This design comes from an exercise in tuning for small area on the open sky130 flow, not from production work. RTL that was checked went through simulation tests only; none was proved equivalent to the original. Power is estimated from default activity; no workload was simulated.

Setup of indigo:
==> flow/design.v (excerpt) <==
module fifo_net_top #(
    parameter int FIFO_DEPTH    = 4,
    parameter int VERSION_MAJOR = 4,
    parameter int VERSION_MINOR = 14,
    parameter int DEVICE_ID     = 3
) (
    input  wire                                 clk,
    input  wire                                 rst,
    input  wire                                 i_rx_valid,
    output logic                                o_rx_ready,
    input  wire [63:0]                          i_rx_data,
    output logic                                o_tx_valid,
    input  wire                                 i_tx_ready,
    output logic [fifo_net_pkg::DATA_W-1:0]     o_tx_data,
    output logic [1:0]                          o_tx_tag,
    output logic [fifo_net_pkg::CTX_W-1:0]      o_tx_ctx
);
==> module ctl_regs, before the edit <==
module ctl_regs #(
    parameter int VERSION_MAJOR = 0,
    parameter int VERSION_MINOR = 0,
    parameter int DEVICE_ID     = 0
) (
    input  wire                                 clk,
    input  wire                                 rst,
    input  wire                                 i_cmd_valid,     
    input  wire [63:0]                          i_cmd,
    input  wire                                 i_resp_ready,    
    output logic                                o_resp_valid,
    output logic [fifo_net_pkg::RESP_W-1:0]     o_resp
);
    localparam logic [127:0] RW_INIT = 128'hefcd;
    localparam logic [127:0] RO      = {40'd0, 8'(DEVICE_ID), 8'(VERSION_MINOR), 8'(VERSION_MAJOR),
                                        32'd16, 16'h0000, 16'hab89};
    logic [127:0] rw;
    logic [15:0]  addr;
    logic [3:0]   o;
    logic         in_range;
    logic         rd_cmd;
    logic         wr_cmd;
    logic [15:0]  send_cnt;
    logic         cnt_fire;
    logic [15:0]  cnt_dec;
    logic [3:0]   os;                                    
    logic         bs;                                    
    logic [3:0]   ei;
    logic [7:0]   e_val;
    logic [7:0]   o_val;
    logic [7:0]   ed;                                    
    logic [7:0]   od;                                    
    logic [7:0]   e_ro;
    logic [7:0]   o_ro;
    logic [15:0]  rd_data;
    logic [15:0]  lane_en;
    logic [15:0]  lane_de;
    logic [7:0]   v_par [2];
    logic [7:0]   m_par [2];
    logic [7:0]   m_de  [2];
    logic [127:0] de;
    logic [127:0] dv;
    assign addr     = i_cmd[31:16];
    assign o        = addr[3:0];
    assign in_range = (addr[13:4] == 10'd0);
    assign rd_cmd   = i_cmd_valid & i_cmd[12] & ~addr[14];
    assign wr_cmd   = i_cmd_valid & i_cmd[13] & ~addr[14] & addr[15] & in_range;
    assign send_cnt = rw[47:32];
    assign cnt_fire = ~i_cmd_valid & i_resp_ready & rw[17] & (send_cnt != 16'h0000);
    assign cnt_dec  = send_cnt - 16'd1;
    assign os = i_cmd_valid ? o : 4'd4;
    assign bs = i_cmd_valid ? addr[15] : 1'b1;
    assign ei = {1'b0, os[3:1]} + {3'b000, os[0]};
    always_comb begin
        e_val = '0;
        o_val = '0;
        for (int i = 0; i < 8; i++) begin
            ed[i] = (ei == 4'(i));
            od[i] = (os[3:1] == 3'(i));
            e_val = e_val | (rw[16*i +: 8] & {8{bs & ed[i]}});
            o_val = o_val | (rw[16*i + 8 +: 8] & {8{bs & od[i]}});
        end
        e_ro = '0;
        o_ro = '0;
        for (int i = 0; i < 8; i++) begin
            e_ro = e_ro | (RO[16*i +: 8] & {8{~bs & ed[i]}});
            o_ro = o_ro | (RO[16*i + 8 +: 8] & {8{~bs & od[i]}});
        end
    end
    assign rd_data = os[0] ? {e_val | e_ro, o_val | o_ro} : {o_val | o_ro, e_val | e_ro};
    always_comb begin
        for (int b = 0; b < 16; b++) begin
            lane_en[b] = wr_cmd & ((o == 4'(b)) | ((b > 0) && (o == 4'(b - 1))));
            lane_de[b] = lane_en[b] | rst | ((b == 4 || b == 5) && cnt_fire);
        end
    end
    assign v_par[0] = o[0] ? i_cmd[63:56] : i_cmd[55:48];
    assign v_par[1] = o[0] ? i_cmd[55:48] : i_cmd[63:56];
    assign m_par[0] = o[0] ? i_cmd[47:40] : i_cmd[39:32];
    assign m_par[1] = o[0] ? i_cmd[39:32] : i_cmd[47:40];
    assign m_de[0]  = m_par[0] | {8{rst | cnt_fire}};
    assign m_de[1]  = m_par[1] | {8{rst | cnt_fire}};
    always_comb begin
        for (int j = 0; j < 128; j++) begin
            de[j] = lane_de[j / 8] & m_de[(j / 8) % 2][j % 8];
            dv[j] = rst ? RW_INIT[j] : v_par[(j / 8) % 2][j % 8];
            if (j >= 32 && j < 48) begin
                if (!rst && cnt_fire) dv[j] = cnt_dec[j - 32];
            end
        end
    end
    always_ff @(posedge clk) begin
        for (int j = 0; j < 128; j++) begin
            if (de[j]) rw[j] <= dv[j];
        end
    end
    always_ff @(posedge clk) begin
        if (rst) begin
            o_resp_valid <= 1'b0;
        end else begin
            o_resp_valid <= rd_cmd | cnt_fire | (o_resp_valid & ~i_resp_ready);
        end
    end
    always_ff @(posedge clk) begin
        if (i_resp_ready) begin
            if (!i_cmd_valid)   o_resp <= {1'b1, 1'b1, 4'he, rd_data};
            else if (in_range)  o_resp <= {1'b0, addr[15], o, rd_data};
            else                o_resp <= {1'b1, 1'b0, o, rd_data[15:11], addr[15], addr[13:4]};
        end
    end
endmodule
==> flow/config.mk <==
export PLATFORM = sky130hd
export DESIGN_NAME = fifo_net_top
export DESIGN_NICKNAME = fifo_net_top
export VERILOG_FILES = /design/flow/design.v
export SDC_FILE = /design/flow/constraint.sdc
export NUM_CORES = 4
export LEC_CHECK = 0
export CAP_MARGIN = 20
export CORE_MARGIN = 2
export CORE_UTILIZATION = 60
export SLEW_MARGIN = 20
==> flow/constraint.sdc <==
create_clock -name core_clock -period 6.0 [get_ports {clk}]
set_input_delay 1.2000 -clock core_clock [delete_from_list [all_inputs] [get_ports {clk}]]
set_output_delay 1.2000 -clock core_clock [all_outputs]
set_load 0.01 [all_outputs]
standard.sh (not shown) runs the stock make flow with config.mk's settings and CLKGATE_MAP_FILE= SYNTH_SCRIPT=/design/flow/synth_recipe.tcl, a recipe that flattens the netlist after the stock synthesis.
==> flow/flow/run.sh <==
#!/bin/bash
# Standard ORFS layout with two changes: port buffers use the smallest buffer,
# and clock tree synthesis builds larger sink clusters without dummy loads.
set -euo pipefail
export BUFFER_PORTS_ARGS="-buffer_cell sky130_fd_sc_hd__buf_1"
export CTS_ARGS="-sink_clustering_enable -repair_clock_nets -dont_use_dummy_load -sink_clustering_size 16 -sink_clustering_max_diameter 80 -buf_list sky130_fd_sc_hd__clkbuf_8"
bash standard.sh > standard.log 2>&1
indigo finished all stages; the layout is clean.
--- input diff indigo..amber ---
==> flow/design.v, changed modules only <==
module ctl_regs #(
    parameter int VERSION_MAJOR = 0,
    parameter int VERSION_MINOR = 0,
    parameter int DEVICE_ID     = 0
) (
    input  wire                                 clk,
    input  wire                                 rst,
    input  wire                                 i_cmd_valid,     
    input  wire [63:0]                          i_cmd,
    input  wire                                 i_resp_ready,    
    output logic                                o_resp_valid,
    output logic [fifo_net_pkg::RESP_W-1:0]     o_resp
);
    localparam logic [127:0] RW_INIT = 128'hefcd;
    logic [127:0] ro;
    logic [143:0] ro_ext;
    logic [127:0] rw;
    logic [15:0]  addr;
    logic [3:0]   o;
    logic         in_range;
    logic         rd_cmd;
    logic         wr_cmd;
    logic [15:0]  send_cnt;
    logic         cnt_fire;
    logic [15:0]  cnt_dec;
    logic [3:0]   os;                                    
    logic         bs;                                    
    logic [3:0]   ei;
    logic [7:0]   se;                                    
    logic [7:0]   so;                                    
    logic [7:0]   e_val;
    logic [7:0]   o_val;
    logic [15:0]  ro_rd;
    logic [15:0]  rd_data;
    logic [15:0]  lane_en;
    logic [15:0]  lane_de;
    logic [7:0]   v_par [2];
    logic [7:0]   m_par [2];
    logic [7:0]   m_de  [2];
    logic [127:0] de;
    logic [127:0] dv;
    always_comb begin
        ro        = '0;
        ro[15:0]  = 16'hab89;
        ro[63:32] = 32'd16;
        ro[71:64] = 8'(VERSION_MAJOR);
        ro[79:72] = 8'(VERSION_MINOR);
        ro[87:80] = 8'(DEVICE_ID);
    end
    assign ro_ext = {16'h0000, ro};
    assign addr     = i_cmd[31:16];
    assign o        = addr[3:0];
    assign in_range = (addr[13:4] == 10'd0);
    assign rd_cmd   = i_cmd_valid & i_cmd[12] & ~addr[14];
    assign wr_cmd   = i_cmd_valid & i_cmd[13] & ~addr[14] & addr[15] & in_range;
    assign send_cnt = rw[47:32];
    assign cnt_fire = ~i_cmd_valid & i_resp_ready & rw[17] & (send_cnt != 16'h0000);
    assign cnt_dec  = send_cnt - 16'd1;
    assign os = i_cmd_valid ? o : 4'd4;
    assign bs = i_cmd_valid ? addr[15] : 1'b1;
    assign ei = {1'b0, os[3:1]} + {3'b000, os[0]};
    always_comb begin
        e_val = '0;
        o_val = '0;
        for (int i = 0; i < 8; i++) begin
            se[i] = bs & (ei == 4'(i));
            so[i] = bs & (os[3:1] == 3'(i));
            e_val = e_val | (rw[16*i +: 8] & {8{se[i]}});
            o_val = o_val | (rw[16*i + 8 +: 8] & {8{so[i]}});
        end
    end
    assign ro_rd   = bs ? 16'h0000 : ro_ext[os*8 +: 16];
    assign rd_data = (os[0] ? {e_val, o_val} : {o_val, e_val}) | ro_rd;
    always_comb begin
        for (int b = 0; b < 16; b++) begin
            lane_en[b] = wr_cmd & ((o == 4'(b)) | ((b > 0) && (o == 4'(b - 1))));
            lane_de[b] = lane_en[b] | rst | ((b == 4 || b == 5) && cnt_fire);
        end
    end
    assign v_par[0] = o[0] ? i_cmd[63:56] : i_cmd[55:48];
    assign v_par[1] = o[0] ? i_cmd[55:48] : i_cmd[63:56];
    assign m_par[0] = o[0] ? i_cmd[47:40] : i_cmd[39:32];
    assign m_par[1] = o[0] ? i_cmd[39:32] : i_cmd[47:40];
    assign m_de[0]  = m_par[0] | {8{rst | cnt_fire}};
    assign m_de[1]  = m_par[1] | {8{rst | cnt_fire}};
    always_comb begin
        for (int j = 0; j < 128; j++) begin
            de[j] = lane_de[j / 8] & m_de[(j / 8) % 2][j % 8];
            dv[j] = rst ? RW_INIT[j] : v_par[(j / 8) % 2][j % 8];
            if (j >= 32 && j < 48) begin
                if (!rst && cnt_fire) dv[j] = cnt_dec[j - 32];
            end
        end
    end
    always_ff @(posedge clk) begin
        for (int j = 0; j < 128; j++) begin
            if (de[j]) rw[j] <= dv[j];
        end
    end
    always_ff @(posedge clk) begin
        if (rst) begin
            o_resp_valid <= 1'b0;
        end else begin
            o_resp_valid <= rd_cmd | cnt_fire | (o_resp_valid & ~i_resp_ready);
        end
    end
    always_ff @(posedge clk) begin
        if (i_resp_ready) begin
            if (!i_cmd_valid)   o_resp <= {1'b1, 1'b1, 4'he, rd_data};
            else if (in_range)  o_resp <= {1'b0, addr[15], o, rd_data};
            else                o_resp <= {1'b1, 1'b0, o, rd_data[15:11], addr[15], addr[13:4]};
        end
    end
endmodule
==> run notes <==
Sequential share of power on amber is down relative to indigo. Total power of amber is higher than that of indigo. Relative to indigo, amber degrades post-layout instance area. amber does better than indigo on worst hold slack. amber and indigo ended up with roughly the same number of synthesized flops with an enable pin. Cmp indigo and amber / met1 track utilization from global routing / higher: amber. [diff] first-pass GRT wire length, amber relative to indigo: regression. Met2 layer wire length in the routed design (higher): amber. Between indigo and amber, number of placed instances with taps included increased. amber has synthesized area divided by synthesized cell count below what indigo had. Changes observed in amber relative to indigo: final layout net count rose by 0.75%, cell internal power dissipation rose by 0.37%.
For indigo, only the layout was checked, not whether the RTL still works.

## afterwards: timing with drivers on the ports
In the flow no input, the clock included, has a driving cell. The finished layouts below were timed again as built, in two steps.
Step 1 (the two cells are an assumption about what drives the block):
set clk [get_ports {clk}]
set_driving_cell -lib_cell sky130_fd_sc_hd__clkbuf_16 $clk
set_driving_cell -lib_cell sky130_fd_sc_hd__buf_2 [delete_from_list [all_inputs] $clk]
Step 2 adds t to the input delays and takes it off the output delays; t is the mean of the earliest and latest rising clock arrival at the registers after step 1. Input paths then give back, and output paths get back, about the clock's delay inside the block.
Slacks: no drivers / after step 1 / after step 2; pairs: no drivers / after step 1.
run | t, ns | setup slack, ns | latest minus earliest clock arrival (ns) | worst register clock-pin slew, ns | worst data-port slew with drivers (ns)
indigo | 0.620 | 1.110 / 1.062 / 0.990 | 0.106 / 0.106 | 0.12 / 0.12 | 0.05
amber | 0.631 | 1.231 / 1.184 / 1.630 | 0.069 / 0.069 | 0.11 / 0.11 | 0.06
After both steps every run listed still meets setup and hold. For indigo, which loses most, drivers alone change the setup slack by -0.048 ns; drivers and shift together by -0.120 ns.
